This design comes from an exercise in tuning for small area, a short achievable clock period and few clock cycles per item on the open sky130 flow, not from production work. In this exercise RTL edits were held to simulation tests only and were not proved equivalent to the original.

$ cat run.sh
#!/bin/bash
# synth_recipe.tcl (not shown) runs the flow's synth.tcl, then flattens the netlist and writes it again
# the make line also repeats each setting of config.mk as NAME=value (left out here)
make -C /OpenROAD-flow-scripts/flow DESIGN_CONFIG=/design/flow/config.mk WORK_HOME=/design/flow/orfs CLKGATE_MAP_FILE= SYNTH_SCRIPT=/design/flow/synth_recipe.tcl finish
$ cat config.mk
export PLATFORM = sky130hd
export DESIGN_NAME = perm_blk
export DESIGN_NICKNAME = perm_blk
export VERILOG_FILES = /design/flow/design.v
export SDC_FILE = /design/flow/constraint.sdc
export NUM_CORES = 4
export LEC_CHECK = 0
export CAP_MARGIN = 30
export CORE_MARGIN = 2
export CORE_UTILIZATION = 30
export CTS_CLUSTER_DIAMETER = 100
export CTS_CLUSTER_SIZE = 16
export PLACE_DENSITY = 0.4
export SETUP_SLACK_MARGIN = 4.5
export SLEW_MARGIN = 20
export TNS_END_PERCENT = 0
$ cat constraint.sdc
create_clock -name core_clock -period 7.5 [get_ports {clk}]
set_input_delay 1.5000 -clock core_clock [delete_from_list [all_inputs] [get_ports {clk}]]
set_output_delay 1.5000 -clock core_clock [all_outputs]
set_load 0.01 [all_outputs]
$ cat design.v
package keccak_pkg;
	typedef logic [64-1:0] lane_t;
	typedef logic [2:0] coord_t;
	typedef logic [4:0] lane_idx_t;
	typedef logic [25*64-1:0] state_t;
	typedef struct packed {
		logic  first;
		lane_t data;
	} lane_beat_t;
	typedef logic [4:0] round_idx_t;
	typedef enum logic [1:0] {
		CORE_IDLE,
		CORE_ROUND,
		CORE_HOLD
	} core_state_e;
	localparam logic [6*25-1:0] rho_offset = {
		6'd14, 6'd8, 6'd39, 6'd20, 6'd27,
		6'd56, 6'd21, 6'd25, 6'd55, 6'd28,
		6'd61, 6'd15, 6'd43, 6'd6, 6'd62,
		6'd2, 6'd45, 6'd10, 6'd44, 6'd1,
		6'd18, 6'd41, 6'd3, 6'd36, 6'd0
	};
endpackage
`timescale 1ns/1ps
module lane_loader (
	input  logic        ib_v,
	input  logic        ib_f,
	input  logic [24:0] iw,
	input  logic        o_busy,
	input  logic [24:0] ocp,
	input  logic        s_v,
	input  logic        busy,
	input  logic [4:0]  rnd,
	input  logic        wsat,
	output logic        stop
);
	logic        wait_st, run, xs, ms, start, fwd, park, ib_wr, cp;
	logic [24:0] iw1;
	logic [24:0] ocp1;
	logic        ob1;
	perm_core u_ev (
		.ib_v     (ib_v),
		.ib_f     (ib_f),
		.iw       (iw),
		.o_busy   (o_busy),
		.ocp      (ocp),
		.s_v      (s_v),
		.busy     (busy),
		.rnd      (rnd),
		.wait_st  (wait_st),
		.run      (run),
		.xs       (xs),
		.ms       (ms),
		.start    (start),
		.fwd      (fwd),
		.park     (park),
		.ib_wr    (ib_wr),
		.cp       (cp),
		.iw_n     (iw1),
		.ocp_n    (ocp1),
		.o_busy_n (ob1)
	);
	assign stop = iw1[24] | (ob1 & ~|(ocp1 & ~iw1)) | wsat;
endmodule
`timescale 1ns/1ps
module round_const_gen (
	input  logic [4:0]        rnd,
	output keccak_pkg::lane_t rc
);
	always_comb begin
		case (rnd)
			5'd0:    rc = 64'h0000000000000001;
			5'd1:    rc = 64'h0000000000008082;
			5'd2:    rc = 64'h800000000000808A;
			5'd3:    rc = 64'h8000000080008000;
			5'd4:    rc = 64'h000000000000808B;
			5'd5:    rc = 64'h0000000080000001;
			5'd6:    rc = 64'h8000000080008081;
			5'd7:    rc = 64'h8000000000008009;
			5'd8:    rc = 64'h000000000000008A;
			5'd9:    rc = 64'h0000000000000088;
			5'd10:   rc = 64'h0000000080008009;
			5'd11:   rc = 64'h000000008000000A;
			5'd12:   rc = 64'h000000008000808B;
			5'd13:   rc = 64'h800000000000008B;
			5'd14:   rc = 64'h8000000000008089;
			5'd15:   rc = 64'h8000000000008003;
			5'd16:   rc = 64'h8000000000008002;
			5'd17:   rc = 64'h8000000000000080;
			5'd18:   rc = 64'h000000000000800A;
			5'd19:   rc = 64'h800000008000000A;
			5'd20:   rc = 64'h8000000080008081;
			5'd21:   rc = 64'h8000000000008080;
			5'd22:   rc = 64'h0000000080000001;
			default: rc = 64'h8000000080008008;
		endcase
	end
endmodule
`timescale 1ns/1ps
module keccak_round (
	input  keccak_pkg::state_t state_in,
	input  keccak_pkg::lane_t  rc,
	output keccak_pkg::state_t state_out
);
	localparam int W = 64;
	localparam int D = 5;
	logic [D*W-1:0]     col_par;
	logic [D*W-1:0]     col_mix;
	keccak_pkg::state_t theta_s;
	keccak_pkg::state_t pi_s;
	keccak_pkg::state_t chi_s;
	genvar x, y;
	for (x = 0; x < D; x++) begin : g_par
		assign col_par[W*x +: W] = state_in[W*(x + D*0) +: W] ^ state_in[W*(x + D*1) +: W]
			^ state_in[W*(x + D*2) +: W] ^ state_in[W*(x + D*3) +: W]
			^ state_in[W*(x + D*4) +: W];
	end
	for (x = 0; x < D; x++) begin : g_mix
		assign col_mix[W*x +: W] = col_par[W*((x + D - 1) % D) +: W]
			^ {col_par[W*((x + 1) % D) +: W-1], col_par[W*((x + 1) % D) + W-1]};
	end
	for (y = 0; y < D; y++) begin : g_theta_y
		for (x = 0; x < D; x++) begin : g_theta_x
			assign theta_s[W*(x + D*y) +: W] = state_in[W*(x + D*y) +: W] ^ col_mix[W*x +: W];
		end
	end
	for (y = 0; y < D; y++) begin : g_pi_y
		for (x = 0; x < D; x++) begin : g_pi_x
			localparam int ROT = keccak_pkg::rho_offset[6 * (5 * x + y) +: 6];
			wire [2*W-1:0] dbl = {theta_s[W*(x + D*y) +: W], theta_s[W*(x + D*y) +: W]};
			assign pi_s[W*(y + D*((2 * x + 3 * y) % D)) +: W] = dbl[2*W-1-ROT -: W];
		end
	end
	for (y = 0; y < D; y++) begin : g_chi_y
		for (x = 0; x < D; x++) begin : g_chi_x
			assign chi_s[W*(x + D*y) +: W] = pi_s[W*(x + D*y) +: W]
				^ (~pi_s[W*((x + 1) % D + D*y) +: W] & pi_s[W*((x + 2) % D + D*y) +: W]);
		end
	end
	assign state_out = {chi_s[D*D*W-1:W], chi_s[W-1:0] ^ rc};
endmodule
`timescale 1ns/1ps
module perm_core (
	input  logic        ib_v,
	input  logic        ib_f,
	input  logic [24:0] iw,
	input  logic        o_busy,
	input  logic [24:0] ocp,
	input  logic        s_v,
	input  logic        busy,
	input  logic [4:0]  rnd,
	output logic        wait_st,
	output logic        run,
	output logic        xs,
	output logic        ms,
	output logic        start,
	output logic        fwd,
	output logic        park,
	output logic        ib_wr,
	output logic        cp,
	output logic [24:0] iw_n,
	output logic [24:0] ocp_n,
	output logic        o_busy_n
);
	logic ib_mid, ib_last, blk_full;
	always_comb begin
		wait_st  = busy & (rnd == 5'd23);
		run      = busy & (rnd != 5'd23);
		ib_mid   = ib_v & ~ib_f & iw[0] & ~iw[23];
		ib_last  = ib_v & ~ib_f & iw[23] & ~iw[24];
		blk_full = iw[24] | ib_last;
		xs       = wait_st & ~o_busy & ~s_v & (blk_full | ~ib_v);
		ms       = ~busy & blk_full;
		start    = (xs | ms) & blk_full;
		fwd      = ib_last & (xs | ms);
		park     = xs & ~blk_full & iw[0];
		ib_wr    = ib_v & (ib_f | ib_mid | (ib_last & ~fwd));
		cp       = o_busy & ~s_v;
		if (start)
			iw_n = '0;
		else if (ib_v & ib_f)
			iw_n = 25'd1;
		else if (ib_wr)
			iw_n = {iw[23:0], 1'b1};
		else
			iw_n = iw;
		if (xs)
			ocp_n = 25'd1;
		else if (cp)
			ocp_n = {ocp[23:0], 1'b1};
		else
			ocp_n = ocp;
		o_busy_n = xs | (o_busy & ~(cp & ocp[23]));
	end
endmodule
`timescale 1ns/1ps
module perm_blk (
	input  logic              clk,
	input  logic              rst,
	input  logic              pushin,
	input  logic              firstin,
	input  keccak_pkg::lane_t din,
	output logic              stopin,
	output logic              pushout,
	output logic              firstout,
	output keccak_pkg::lane_t dout,
	input  logic              stopout
);
	localparam int W = 64;
	localparam int L = 25;
	logic         ib_v;
	logic         ib_f;
	logic [W-1:0] ib_d;
	logic [L-1:0] iw;
	logic         o_busy;
	logic [L-1:0] ocp;
	logic         h_v, h_f, s_v, s_f;
	logic [W-1:0] h_d, s_d;
	logic         busy;
	logic [4:0]   rnd;
	logic [L-1:0] pk;
	logic [4:0]   wcnt;
	keccak_pkg::state_t work;
	keccak_pkg::state_t iob;
	keccak_pkg::state_t rout;
	keccak_pkg::lane_t  rc;
	round_const_gen u_rc (
		.rnd (rnd),
		.rc  (rc)
	);
	keccak_round u_round (
		.state_in  (work),
		.rc        (rc),
		.state_out (rout)
	);
	logic         wait_st, run, xs, ms, start, fwd, park, ib_wr, cp;
	logic [L-1:0] iw_n;
	logic [L-1:0] ocp_n;
	logic         o_busy_n;
	perm_core u_ev (
		.ib_v     (ib_v),
		.ib_f     (ib_f),
		.iw       (iw),
		.o_busy   (o_busy),
		.ocp      (ocp),
		.s_v      (s_v),
		.busy     (busy),
		.rnd      (rnd),
		.wait_st  (wait_st),
		.run      (run),
		.xs       (xs),
		.ms       (ms),
		.start    (start),
		.fwd      (fwd),
		.park     (park),
		.ib_wr    (ib_wr),
		.cp       (cp),
		.iw_n     (iw_n),
		.ocp_n    (ocp_n),
		.o_busy_n (o_busy_n)
	);
	wire push = xs | cp;
	wire pop  = h_v & ~stopout;
	logic         ib_v_n;
	logic         h_v_n, s_v_n;
	logic         busy_n;
	logic [4:0]   rnd_n;
	logic [L-1:0] pk_n;
	logic [4:0]   wcnt_n;
	always_comb begin
		ib_v_n = pushin & ~stopin;
		if (xs | ~wait_st)
			wcnt_n = 5'd0;
		else if (~&wcnt)
			wcnt_n = wcnt + 5'd1;
		else
			wcnt_n = wcnt;
		h_v_n = h_v;
		s_v_n = s_v;
		if (s_v) begin
			if (pop)
				s_v_n = 1'b0;
		end else if (~h_v | pop) begin
			h_v_n = push;
		end else if (push) begin
			s_v_n = 1'b1;
		end
		busy_n = busy;
		rnd_n  = rnd;
		pk_n   = pk;
		if (start) begin
			busy_n = 1'b1;
			rnd_n  = 5'd0;
			pk_n   = '0;
		end else if (xs) begin
			busy_n = 1'b0;
			pk_n   = park ? iw : '0;
		end else begin
			if (run)
				rnd_n = rnd + 5'd1;
			if (ib_v & ib_f)
				pk_n = '0;
		end
	end
	logic         wait_nx, run_nx, xs_nx, ms_nx, start_nx, fwd_nx, park_nx, ib_wr_nx, cp_nx;
	logic [L-1:0] iw_nx;
	logic [L-1:0] ocp_nx;
	logic         o_busy_nx;
	logic         stop_n;
	perm_core u_ev_n (
		.ib_v     (ib_v_n),
		.ib_f     (firstin),
		.iw       (iw_n),
		.o_busy   (o_busy_n),
		.ocp      (ocp_n),
		.s_v      (s_v_n),
		.busy     (busy_n),
		.rnd      (rnd_n),
		.wait_st  (wait_nx),
		.run      (run_nx),
		.xs       (xs_nx),
		.ms       (ms_nx),
		.start    (start_nx),
		.fwd      (fwd_nx),
		.park     (park_nx),
		.ib_wr    (ib_wr_nx),
		.cp       (cp_nx),
		.iw_n     (iw_nx),
		.ocp_n    (ocp_nx),
		.o_busy_n (o_busy_nx)
	);
	lane_loader u_stop (
		.ib_v   (ib_v_n),
		.ib_f   (firstin),
		.iw     (iw_n),
		.o_busy (o_busy_n),
		.ocp    (ocp_n),
		.s_v    (s_v_n),
		.busy   (busy_n),
		.rnd    (rnd_n),
		.wsat   (&wcnt_n),
		.stop   (stop_n)
	);
	logic [L-1:0] we_n, ld_n;
	always_comb begin
		we_n[0] = ib_wr_nx & firstin;
		for (int k = 1; k < L; k++)
			we_n[k] = ib_wr_nx & ~firstin & iw_n[k-1] & ~iw_n[k];
		for (int k = 0; k < L; k++)
			ld_n[k] = xs_nx | (ms_nx & ~pk_n[k]);
	end
	logic         xs_q, run_q, fwd_q;
	logic [L-1:0] ld_q, we_q;
	always_ff @(posedge clk or posedge rst) begin
		if (rst) begin
			stopin <= 1'b0;
			ib_v   <= 1'b0;
			iw     <= '0;
			o_busy <= 1'b0;
			ocp    <= '0;
			h_v    <= 1'b0;
			s_v    <= 1'b0;
			busy   <= 1'b0;
			rnd    <= 5'd0;
			pk     <= '0;
			wcnt   <= 5'd0;
			xs_q   <= 1'b0;
			run_q  <= 1'b0;
			fwd_q  <= 1'b0;
			ld_q   <= '0;
			we_q   <= '0;
		end else begin
			stopin <= stop_n;
			ib_v   <= ib_v_n;
			iw     <= iw_n;
			o_busy <= o_busy_n;
			ocp    <= ocp_n;
			h_v    <= h_v_n;
			s_v    <= s_v_n;
			busy   <= busy_n;
			rnd    <= rnd_n;
			pk     <= pk_n;
			wcnt   <= wcnt_n;
			xs_q   <= xs_nx;
			run_q  <= run_nx;
			fwd_q  <= fwd_nx;
			ld_q   <= ld_n;
			we_q   <= we_n;
		end
	end
	always_ff @(posedge clk) begin
		ib_f <= firstin;
		ib_d <= din;
	end
	logic [W-1:0] rd_d;
	always_comb begin
		rd_d = '0;
		for (int k = 1; k < L; k++)
			rd_d = rd_d | ({W{ocp[k-1] & ~ocp[k]}} & iob[W*k +: W]);
	end
	always_ff @(posedge clk) begin
		if (xs_q) begin
			if (~h_v | pop) begin
				h_d <= rout[W-1:0];
				h_f <= 1'b1;
			end else begin
				s_d <= rout[W-1:0];
				s_f <= 1'b1;
			end
		end else if (s_v) begin
			if (pop) begin
				h_d <= s_d;
				h_f <= s_f;
			end
		end else if (~h_v | pop) begin
			if (cp) begin
				h_d <= rd_d;
				h_f <= 1'b0;
			end
		end else if (cp) begin
			s_d <= rd_d;
			s_f <= 1'b0;
		end
	end
	genvar j;
	for (j = 0; j < L; j++) begin : g_lane
		wire [W-1:0] src = (j == L - 1 && fwd_q) ? ib_d : iob[W*j +: W];
		always_ff @(posedge clk) begin
			if (ld_q[j])
				work[W*j +: W] <= src;
			else if (run_q)
				work[W*j +: W] <= rout[W*j +: W];
		end
		if (j == 0) begin : g_io0
			always_ff @(posedge clk) begin
				if (we_q[j])
					iob[W*j +: W] <= ib_d;
			end
		end else begin : g_io
			always_ff @(posedge clk) begin
				if (xs_q)
					iob[W*j +: W] <= rout[W*j +: W];
				else if (we_q[j])
					iob[W*j +: W] <= ib_d;
			end
		end
	end
	assign pushout  = h_v;
	assign firstout = h_f;
	assign dout     = h_d;
endmodule
==> results.toml <==
[logic_synthesis]
yosysTopAreaCellShare_pct = 50.0
netlist_area_um2 = 200000
synthTopCellsByArea = "edfxtp_1 50%, xnor2_1 18%, mux2_2 8.5%, nor2_1 7.3%, xor2_1 3.4%"
synth.ff_latch_count = 3539
synth_adder_area_share_pct = 0.0438
synthSimpleGateAreaFrac_pct = 10.8
synth_mux_area_share_pct = 9.71
synth_top_family_by_area = "XOR/XNOR gates"
avgSynthCellArea_um2 = 11.5
yosys-top-cells-count = "4031 x xnor2_1, 3885 x nor2_1, 3330 x edfxtp_1"
synth_compound_area_share_pct = 4.40
synthXorXnorAreaFrac_pct = 21.1
yosysSeqAreaShare_pct = 52.4
yosysMostFrequentCell = "xnor2_1"
yosys_warnings = 3
synthArstFlopShare_pct = 4.07
yosysUniqueCellTypes = 80
synth_ff_type = "edfxtp_1"
synth_nets = 17500
synth_top_cell_by_area = "edfxtp_1"
postSynthCellCount = 17400
synth_edf_count = 3330

[finish]
area_growth_pct = 22.4
nFillCells = 65400
nets = 18800
drive_above_1_share_pct = 26.3

[job]
drv_cap = 0

[drt]
remaining_drc_errors = 0
vias = 175000
drtIter0Drc = 36500
vias_per_cell = 6.24
antenna_left = 0
wl_per_cell_um = 64.8
routed_wl_mm = 1810
first_pass_iters = 6

[clock_tree]
cts_buffers = 273
htreeDepth = 5
cts_tree = "yes"
ctsHoldBuffers = 0
cts_root_buf = "clkbuf_16"
cts_buffer_depth = 4
clk_pin_slew_ps = 80
numClockSinks = 3539
clock_latency_ps = 1100

[grt]
antenna_found_initial = 292
grt-ovfl-total = 0
use_met2_pct = 69.1
grt_use_total_pct = 52.3
grt_max_degree = 145
grtUsageMet1_pct = 61.3
grt_pass1_wl_mm = 2150
grt_pass1_vias = 152000
grt_busiest_layer = "met2"
use_met3_pct = 25.3

[placement]
gp_congestion = 1.10
port-buffer-count = 135
hpwl_mm = 1390
dp_slack_ps = 2120

[setup_path]
crit_path_start_kind = "flip-flop"
startpoint = "work[1520]$_DFFE_PP_"
arrival_ps = 4590
r2r-end = "work[580]$_DFFE_PP_"
reg2reg_depth = 9
required_ps = 8300
critPathKind = "flip-flop to flip-flop"
r2r_start = "work[1520]$_DFFE_PP_"
crit_path_max_fanout = 5
rrSetupSlack_ps = 3710
end_kind = "flip-flop"
crit_path_end = "work[580]$_DFFE_PP_"

[floorplanning]
die_y_um = 821
dieArea_um2 = 673000
floorplan.initialDensity_pct = 30.1
fp.dieW_um = 821
rows = 299
core_area_um2 = 664000
io_pins = 136

[sta]
timing.fmax_ghz = 0.264
slew_violations = 0
final-hold-violation-count = 0
slew_headroom_pct = 11.8
setup_viol = 0
rsz0062_at_grt = "yes"
fin_crit_sh_pct = 50.6
worst-slew-pin-transition_ps = 1320
setup_slack_ps = 3710
fin_skew_ps = 64.2
fin_crit_ps = 3790
fin_setup_tns_ps = 0
holdWs_ps = 484

[worst_hold_path]
hold_class = "flip-flop to flip-flop"

[status]
status = "timing/DRC/antenna clean"
==> metal layers <==
layer	vias up	share of wire, %
li1	62900	-
met1	92200	36
met2	15400	38
met3	3927	14
met4	94	12
met5	-	0.052
==> through the flow <==
step	util [%]	area (um^2)	std cells
6_report	36.9	245000	28000
5_1_grt	36.8	244000	27800
4_1_cts	36.8	244000	27800
3_5_place_dp	34.8	231000	27200
3_3_place_gp	34.3	227000	27000
2_1_floorplan	-	200000	17400
==> state kept, by name, indices dropped and copies added (netlist names), 5 cells and up <==
| signal | count |
|---|---|
| rnd | 5 |
| pk | 25 |
| we_q | 25 |
| iob | 1600 |
| ib_d | 64 |
| iw | 25 |
| ld_q | 25 |
| work | 1600 |
| h_d | 64 |
| wcnt | 5 |
| s_d | 64 |
| ocp | 25 |
==> layout by cell type, fill, tap and decap left out, types with 104 or more instances in the layout <==
cell type | synthesis | layout
xnor2_2 | 0 | 1044
clkdlybuf4s50_1 | 0 | 114
clkbuf_1 | 653 | 117
buf_8 | 0 | 112
buf_4 | 1 | 1373
a22oi_1 | 516 | 515
dfrtp_1 | 144 | 104
a22o_1 | 152 | 152
a21oi_1 | 228 | 214
nand2b_1 | 306 | 304
nand2_1 | 730 | 728
buf_12 | 0 | 106
a221oi_1 | 135 | 133
diode_2 | 0 | 181
edfxtp_1 | 3330 | 3330
xnor2_1 | 4031 | 2886
mux2_2 | 1508 | 1508
mux2i_1 | 239 | 239
xor2_1 | 781 | 715
nor2_1 | 3885 | 3817
clkbuf_16 | 0 | 282
nand4_1 | 133 | 133
==> worst max-delay path: stages, from the launching register on <==
cell	delay, ps
edfxtp_1	530
xor2_1	200
xnor2_1	410
xnor2_1	250
xor2_1	210
buf_4	220
xnor2_2	940
nor2_1	140
xnor2_1	260
mux2_2	300
==> logic make-up (layout without fill, tap and decap cells) <==
| kind of cell | Yosys count | after routing |
|---|---|---|
| other | 0 | 181 |
| AO/OA/AOI/OAI | 1199 | 1202 |
| multiplexers | 1750 | 1750 |
| flip-flops | 3539 | 3539 |
| XOR/XNOR | 4812 | 4812 |
| buffers and inverters | 788 | 2289 |
| AND/OR/NAND/NOR | 5328 | 5328 |
| adder cells (fa/ha/maj) | 7 | 7 |
==> cell type report <==
class	count	area, um^2	area share, %
antenna	181	453	0.185
clock buffer	400	7510	3.07
clock inverter	65	815	0.333
inverter	43	183	0.0746
multi-input combinational	13100	104000	42.3
sequential	3539	105000	42.9
tap	8879	11100	4.54
timing repair buffer	1781	16100	6.59
==> worst min path at each step <==
stage | startpoint | to | slack (ps) | depth (start not counted)
2_1_floorplan | xs_q$_DFF_PP0_ | s_f$_DFFE_PP_ | 420 | 0
3_3_place_gp | ib_d[28]$_DFF_P_ | iob[28]$_DFFE_PP_ | 470 | 0
3_5_place_dp | ib_d[28]$_DFF_P_ | iob[28]$_DFFE_PP_ | 470 | 0
4_1_cts | ib_d[38]$_DFF_P_ | iob[38]$_DFFE_PP_ | 490 | 0
5_1_grt | ib_d[38]$_DFF_P_ | iob[38]$_DFFE_PP_ | 500 | 0
6_report | ib_d[28]$_DFF_P_ | iob[28]$_DFFE_PP_ | 480 | 0
==> repair_timing <==
item / in CTS / in global routing
pin swaps: 40 / 8
gates resized for setup: 562 / 16
buffers inserted: 95 / 9
endpoints found under the setup margin: 4096 / 3856
cloned: 5 / 0
Testbench counts, summed over its fixed seeds: cycles 8,408, blocks 320.

==> port drivers added, routing unchanged <==
Ports are ideal in the flow. The routed layout listed here was re-timed in OpenROAD.
Step 1: set_driving_cell puts a clkbuf_16 on clk and a buf_2 on each other input, an assumption about the parent block.
Step 2 times the ports against the registers' clock, not the clock port: input delays grow and output delays shrink by t, the midpoint of the rising clock arrivals with the driver on.
a / b / c = ideal / step 1 / step 2; a / b = the first two.
t, ns: 1.212
setup slack, ns: 3.708 / 3.708 / 2.867
worst setup path after step 2: input to register
After both steps this run still meets setup and hold. For this run, drivers alone change the setup slack by 0.000 ns; drivers and shift together by -0.841 ns.
